Source: an optimization exercise on an open RTL-to-GDS flow (aim: small area). Production flows keep margins and buffers that such runs may drop.
Only the layout flow was run in this run; the RTL was not checked for function there.
No activity file was given, so power comes from the tool's default toggle rates.

==> config.mk <==
export PLATFORM = sky130hd
export DESIGN_NAME = clock_divider_multi
export DESIGN_NICKNAME = clock_divider_multi
export VERILOG_FILES = /design/flow/design.v
export SDC_FILE = /design/flow/constraint.sdc
export NUM_CORES = 4
export LEC_CHECK = 0
export CAP_MARGIN = 20
export CORE_MARGIN = 2
export CORE_UTILIZATION = 40
export SLEW_MARGIN = 20
==> constraint.sdc <==
create_clock -name core_clock -period 11.0 [get_ports {clk}]
set_input_delay 2.2000 -clock core_clock [delete_from_list [all_inputs] [get_ports {clk}]]
set_output_delay 2.2000 -clock core_clock [all_outputs]
set_load 0.01 [all_outputs]
==> design.v <==
package clock_divider_pkg;
  localparam int CDM_MIN_DIV           = 2;
  localparam int CDM_DUTY_HALF         = 0;
  localparam int CDM_DEFAULT_NUM_CH    = 4;
  localparam int CDM_DEFAULT_CH_IDX_W  = 2;
  localparam int CDM_DEFAULT_DIV_WIDTH = 24;
  localparam int CDM_DEFAULT_DIV       = 12000000;
endpackage
module clock_divider_ch
#(
  parameter int DIV_WIDTH   = clock_divider_pkg::CDM_DEFAULT_DIV_WIDTH,
  parameter int DEFAULT_DIV = clock_divider_pkg::CDM_DEFAULT_DIV
) (
  input  logic                 clk,
  input  logic                 rst,
  input  logic                 en,
  input  logic                 sync,
  input  logic                 cfg_we,
  input  logic [DIV_WIDTH-1:0] cfg_div,
  input  logic [DIV_WIDTH-1:0] cfg_high,
  output logic                 div_out,
  output logic                 tick,
  output logic                 pending
);
  localparam logic [DIV_WIDTH-1:0] ONE      = DIV_WIDTH'(1);
  localparam logic [DIV_WIDTH-1:0] RST_DEFF = (DEFAULT_DIV < clock_divider_pkg::CDM_MIN_DIV) ?
                                              DIV_WIDTH'(clock_divider_pkg::CDM_MIN_DIV) : DIV_WIDTH'(DEFAULT_DIV);
  function automatic logic [DIV_WIDTH-1:0] f_d_eff(input logic [DIV_WIDTH-1:0] d);
    if (d < DIV_WIDTH'(clock_divider_pkg::CDM_MIN_DIV)) f_d_eff = DIV_WIDTH'(clock_divider_pkg::CDM_MIN_DIV);
    else f_d_eff = d;
  endfunction
  function automatic logic [DIV_WIDTH-1:0] f_h_eff(input logic [DIV_WIDTH-1:0] d_eff,
                                                   input logic [DIV_WIDTH-1:0] h);
    if (h == DIV_WIDTH'(clock_divider_pkg::CDM_DUTY_HALF)) f_h_eff = d_eff >> 1;
    else if (h > d_eff - ONE) f_h_eff = d_eff - ONE;
    else f_h_eff = h;
  endfunction
  logic [DIV_WIDTH-1:0] r_d_act, r_h_act, r_sh_div, r_sh_high, r_cnt;
  logic                 r_div_out, r_tick, r_pending;
  logic [DIV_WIDTH-1:0] w_d_eff, w_h_eff, w_d_use, w_h_use, w_cnt_nxt;
  logic                 w_at_end, w_apply, w_sync, w_div_nxt, w_tick_nxt;
  assign w_sync = sync;
  assign w_d_eff  = f_d_eff(r_d_act);
  assign w_h_eff  = f_h_eff(w_d_eff, r_h_act);
  assign w_at_end = (r_cnt >= w_d_eff - ONE);
  assign w_apply  = r_pending & (w_at_end | w_sync);
  assign w_d_use  = w_apply ? f_d_eff(r_sh_div) : w_d_eff;
  assign w_h_use  = w_apply ? f_h_eff(w_d_use, r_sh_high) : w_h_eff;
  always_comb begin
    w_cnt_nxt  = w_d_use - ONE;
    w_div_nxt  = 1'b0;
    w_tick_nxt = 1'b0;
    if (en && !w_sync) begin
      w_cnt_nxt  = w_at_end ? '0 : r_cnt + ONE;
      w_div_nxt  = (w_cnt_nxt < w_h_use);
      w_tick_nxt = (w_cnt_nxt == w_d_use - ONE);
    end
  end
  always_ff @(posedge clk or posedge rst) begin
    if (rst) begin
      r_d_act   <= DIV_WIDTH'(DEFAULT_DIV);
      r_h_act   <= '0;
      r_sh_div  <= '0;
      r_sh_high <= '0;
      r_cnt     <= RST_DEFF - ONE;
      r_div_out <= 1'b0;
      r_tick    <= 1'b0;
      r_pending <= 1'b0;
    end else begin
      r_cnt     <= w_cnt_nxt;
      r_div_out <= w_div_nxt;
      r_tick    <= w_tick_nxt;
      if (w_apply) begin
        r_d_act <= r_sh_div;
        r_h_act <= r_sh_high;
      end
      if (cfg_we) begin
        r_sh_div  <= cfg_div;
        r_sh_high <= cfg_high;
        r_pending <= 1'b1;
      end else if (w_apply) begin
        r_pending <= 1'b0;
      end
    end
  end
  assign div_out = r_div_out;
  assign tick    = r_tick;
  assign pending = r_pending;
endmodule
module clock_divider_multi
#(
  parameter int NUM_CH      = clock_divider_pkg::CDM_DEFAULT_NUM_CH,
  parameter int CH_IDX_W    = clock_divider_pkg::CDM_DEFAULT_CH_IDX_W,
  parameter int DIV_WIDTH   = clock_divider_pkg::CDM_DEFAULT_DIV_WIDTH,
  parameter int DEFAULT_DIV = clock_divider_pkg::CDM_DEFAULT_DIV
) (
  input  logic                 clk,
  input  logic                 rst,
  input  logic [NUM_CH-1:0]    en,
  input  logic                 cfg_valid,
  output logic                 cfg_ready,
  input  logic [CH_IDX_W-1:0]  cfg_ch,
  input  logic [DIV_WIDTH-1:0] cfg_div,
  input  logic [DIV_WIDTH-1:0] cfg_high,
  input  logic                 sync_req,
  output logic                 sync_busy,
  output logic [NUM_CH-1:0]    div_out,
  output logic [NUM_CH-1:0]    tick,
  output logic [NUM_CH-1:0]    pending
);
  logic [31:0]       w_ch_ext;
  logic [NUM_CH-1:0] w_sel;
  logic [NUM_CH-1:0] w_we;
  assign w_ch_ext = 32'(cfg_ch);
  assign cfg_ready = ~|(w_sel & pending);
  assign sync_busy = sync_req;
  for (genvar g = 0; g < NUM_CH; g++) begin : g_ch
    assign w_sel[g] = (w_ch_ext == 32'(g));
    assign w_we[g]  = cfg_valid & w_sel[g] & ~pending[g];
    clock_divider_ch #(
      .DIV_WIDTH  (DIV_WIDTH),
      .DEFAULT_DIV(DEFAULT_DIV)
    ) u_ch (
      .clk     (clk),
      .rst     (rst),
      .en      (en[g]),
      .sync    (sync_req),
      .cfg_we  (w_we[g]),
      .cfg_div (cfg_div),
      .cfg_high(cfg_high),
      .div_out (div_out[g]),
      .tick    (tick[g]),
      .pending (pending[g])
    );
  end
endmodule
==> run.sh <==
#!/bin/bash
# synth_recipe.tcl (not shown) runs the flow's synth.tcl, then flattens the netlist and writes it again
# the make line also repeats each setting of config.mk as NAME=value (left out here)
make -C /OpenROAD-flow-scripts/flow DESIGN_CONFIG=/design/flow/config.mk WORK_HOME=/design/flow/orfs CLKGATE_MAP_FILE= SYNTH_SCRIPT=/design/flow/synth_recipe.tcl finish
==> run notes <==
path summary, 6_finish.rpt:
path,from,to
min in group asynchronous,rst,g_ch[2].u_ch.r_tick
hold reg to reg,g_ch[1].u_ch.r_d_act[11],g_ch[1].u_ch.r_d_act[11]
hold / removal,g_ch[1].u_ch.r_d_act[11],g_ch[1].u_ch.r_d_act[11]
max in group asynchronous,rst,g_ch[0].u_ch.r_d_act[22]
setup / recovery,g_ch[1].u_ch.r_d_act[2],g_ch[1].u_ch.r_div_out
setup reg to reg,g_ch[1].u_ch.r_d_act[2],g_ch[1].u_ch.r_div_out
kinds of logic (layout without fill, tap and decap cells):
logic type | count (synthesis) | count (layout) | share of synthesized area [%]
flops | 492 | 492 | 29.86
xor+xnor | 315 | 315 | 6.721
compound gates | 1074 | 1076 | 16.02
fa+ha+maj | 376 | 376 | 11.26
mux | 477 | 477 | 12.44
buf+inv | 471 | 569 | 4.479
simple gates | 1658 | 1658 | 19.20
other cells | 0 | 7 | 0
metal layers:
layer | up-vias | wire length, um | GRT usage (%) | share of wire [%]
met4 | 14 | 7553 | 12.24 | 4.7
li1 | 17624 | - | - | -
met1 | 18695 | 70540 | 41.18 | 44
met5 | - | 92 | 0 | 0.057
met2 | 1683 | 69630 | 45.15 | 43
met3 | 350 | 13820 | 5.398 | 8.6
report_power, final:
part           switching (uW)  internal [uW]
Sequential               1330           2690
Combinational            6820           4830
Clock                     913           1260
worst min-delay path, stage by stage (launching register included):
cell and delay (ns):
dfstp_2 0.38, nand2_1 0.06, nand2_1 0.05
per-stage QoR:
stage | setup TNS (ns) | hold slack, ns | instance area [um2]
4_1_cts | 0 | 0.4862 | 46610
2_1_floorplan | 0 | 0.4474 | 41680
3_3_place_gp | 0 | 0.4668 | 44480
6_report | 0 | 0.4922 | 46800
3_5_place_dp | 0 | 0.4774 | 44480
5_1_grt | -0.0002354 | 0.5116 | 46780
flip-flops by register name, indices dropped and copies added (netlist names):
name,count
g_ch.u_ch.r_cnt,96
g_ch.u_ch.r_d_act,96
g_ch.u_ch.r_div_out,4
g_ch.u_ch.r_h_act,96
g_ch.u_ch.r_pending,4
g_ch.u_ch.r_sh_div,96
g_ch.u_ch.r_sh_high,96
g_ch.u_ch.r_tick,4
cell usage after synthesis (95+ instances only):
cell      instances  area share, %
a21oi_1         222            2.7
clkbuf_1        178            1.6
dfrtp_1         384             23
dfstp_2         108            6.8
ha_1            372             11
inv_1           226            2.0
mux2_2          318            8.6
mux2i_1         156            3.7
nand2_1         601            5.4
nand3_1         107            1.3
nand4_1          95            1.4
nor2_1          326            2.9
nor4_1           97            1.5
o21ai_0         416            5.0
xnor2_1         157            3.3
xor2_1          154            3.2
repair_timing:
item	in CTS	in global routing
endpoints found under the setup margin	0	4
buffers inserted	0	8
resized for setup	0	21
final cells by class:
cell class	count	area (um2)
multi-input cells	3902	27630
inverters	227	855.8
flip-flops and latches	492	12450
clock buffers	82	1767
diodes	7	17.52
clock inverters	32	362.8
fillers	10176	56690
well taps	1380	1727
repair buffers	228	1997
==> run notes <==
Post-synthesis cell type count: 105. Row generation in the floorplan step produced 118 rows. Leaving out filler cells and counting taps, the final layout contains 6350. For the worst setup path, the data arrival time is 11.17 ns. Of all flip-flops after synthesis, the portion carrying an async set or reset was 100.0%.

The synthesized design contains 0 enable-type register cells. Buffers placed on the I/O ports in this run total 71. The run gives 18 as the initial antenna violation count. The average instance in the mapped netlist occupies 8.571 um2. The clock insertion delay at the later pin of the skew report was 0.70 ns; the post-synthesis cell area was 0.04168 mm2. The critical path start-end classification was reg2reg. Hold path depth: 2. The tools report the slack of the worst reg-to-reg path as 0.47 ns. 72 I/O pins were placed.

The detailed router finished its first iteration with 3702 violations. Dividing the detail-routed wire length by the instance count gives 25.45 um. The height of the chip works out to 326.8 um. For the pin with the worst max-slew slack, the measured transition is 1.036 ns. The critical path depth came out at 42. For the number of global-route vias before repair, the log shows 36.50k.

In the post-route analysis, the smallest setup slack over all paths is 0.4683 ns. The count of nets left with antenna violations once routing finished came out at 0. The ratio of cells with drive above 1 in the final layout is 15.94%. The worst hold path belongs to the class reg2reg. For this run, the slowest stage of the critical path takes 0.69 ns.

Across all layers, the routed design uses 38.37k vias. Worst path required time: 11.63 ns. The run gives 0.09495 GHz as the upper clock frequency limit. For this design the ratio of total power to cell area is 381.2 mW/mm2. After detailed routing, the number of remaining DRC violations is 0. After legalization and detailed placement, the total HPWL measured 122.8 mm.

TritonCTS built the clock tree. The library cell contributing the largest single delay on the critical path was or4_1. The routed wire length is 161.6 mm. The tools report the register area share after synthesis as 29.86%. The number of nets in the final layout was 5342.

The setup slack after placement is 0.2273 ns. The number of placed instances with taps included is 6219, and the register bit total from synthesis is 492. For this run, the detailed router's first-pass iteration total came to 6.

The design draws 17840 uW. The clock period minus worst slack came out at 10.53 ns. The tool flagged a number of max-cap violations equal to 0. The top cell types in the final layout, fill and taps aside, are nand2_1 (600), o21ai_0 (414), dfrtp_1 (384). The number of max-slew violations in the final report is 0, and the critical path buffer and inverter count is 2.

The tools report the area of the die as 0.1068 mm2. Flip-flop cell with the highest count after synthesis: dfrtp_1. Setup violations remaining at the end of the flow were counted as 0. For this design, the CTS-stage hold fixing added 0 buffers. The flow ran to the end and the layout has no timing, DRC or antenna violations. Across the routed clock network, the largest skew measured is 0.01975 ns. Cells fill 45.22% of the core in the end.

Counting every sink on the clock net gives 492. Area growth from synthesis to final layout: 12.29%. The number of cells on the worst reg-to-reg path is 42. The logs give 29.62% for the overall fraction of global-route tracks in use and 4863 for the number of instances in the synthesized netlist.

Clock-pin slew was measured on the worst setup and hold paths at 0.07 ns. Entering global routing, the biggest net connects 158 pins. The run gives 3 as the number of buffers between clock root and the deepest sink. For this configuration, the core starts out at a cell density of 40.27%.

Share of the clock period used by the worst path: 95.74%. STA classifies the critical path startpoint as a flop. From left edge to right edge, the die measures 326.8 um. The global-route congestion overflow total was 0. The logs give 240.2 mm for the first-pass GRT wire length and 30.82% for the worst max-slew margin expressed relative to the limit. The H-tree generated during clock tree synthesis spans 2 levels. CTS placed an instance of clkbuf_16 at the clock tree root. The top fanout value on the critical path works out to 27. Broken down by cell family, the worst path's largest delay share belongs to compound AO/OA/AOI/OAI gates.

STA classifies the critical path endpoint as a flop. The run gives 0 as the final count of hold timing violations. Routability-driven placement finished with a final weighted congestion of 0.9868.

Number of buffers created by CTS: 61. After detailed routing, the number of vias per cell comes to 6.042. The tools report the number of synthesis warnings as 1. The cell that appears most often on the critical path is o21a_1. The worst-case IR drop observed on VDD is 183.0 uV.

The run gives 5293 as the net count after synthesis. The core area is 0.1035 mm2. The most common cell after layout, fill and taps aside is nand2_1. The leakage power of the design came out at 0.01981 uW.

port drivers added, routing unchanged:
Ports are ideal in the flow. The routed layout listed here was re-timed in OpenROAD.
Step 1 sets driving cells, clkbuf_16 on the clock port and buf_2 on the other inputs (assumed; they add their load-dependent delay and slew).
Step 2 adds t to the input delays and takes it off the output delays; t is the mean of the earliest and latest rising clock arrival at the registers after step 1. Input paths then give back, and output paths get back, about the clock's delay inside the block.
Three values: no drivers, after step 1, after step 2; two values: the first two.
t, ns: 0.758
slack for setup (ns): 0.468 / 0.468 / 0.468
slew at the worst register clock pin (ns): 0.07 / 0.07
After both steps this run still meets setup and hold. The setup slack of this run moves by 0.000 ns with the drivers and by 0.000 ns with both steps.
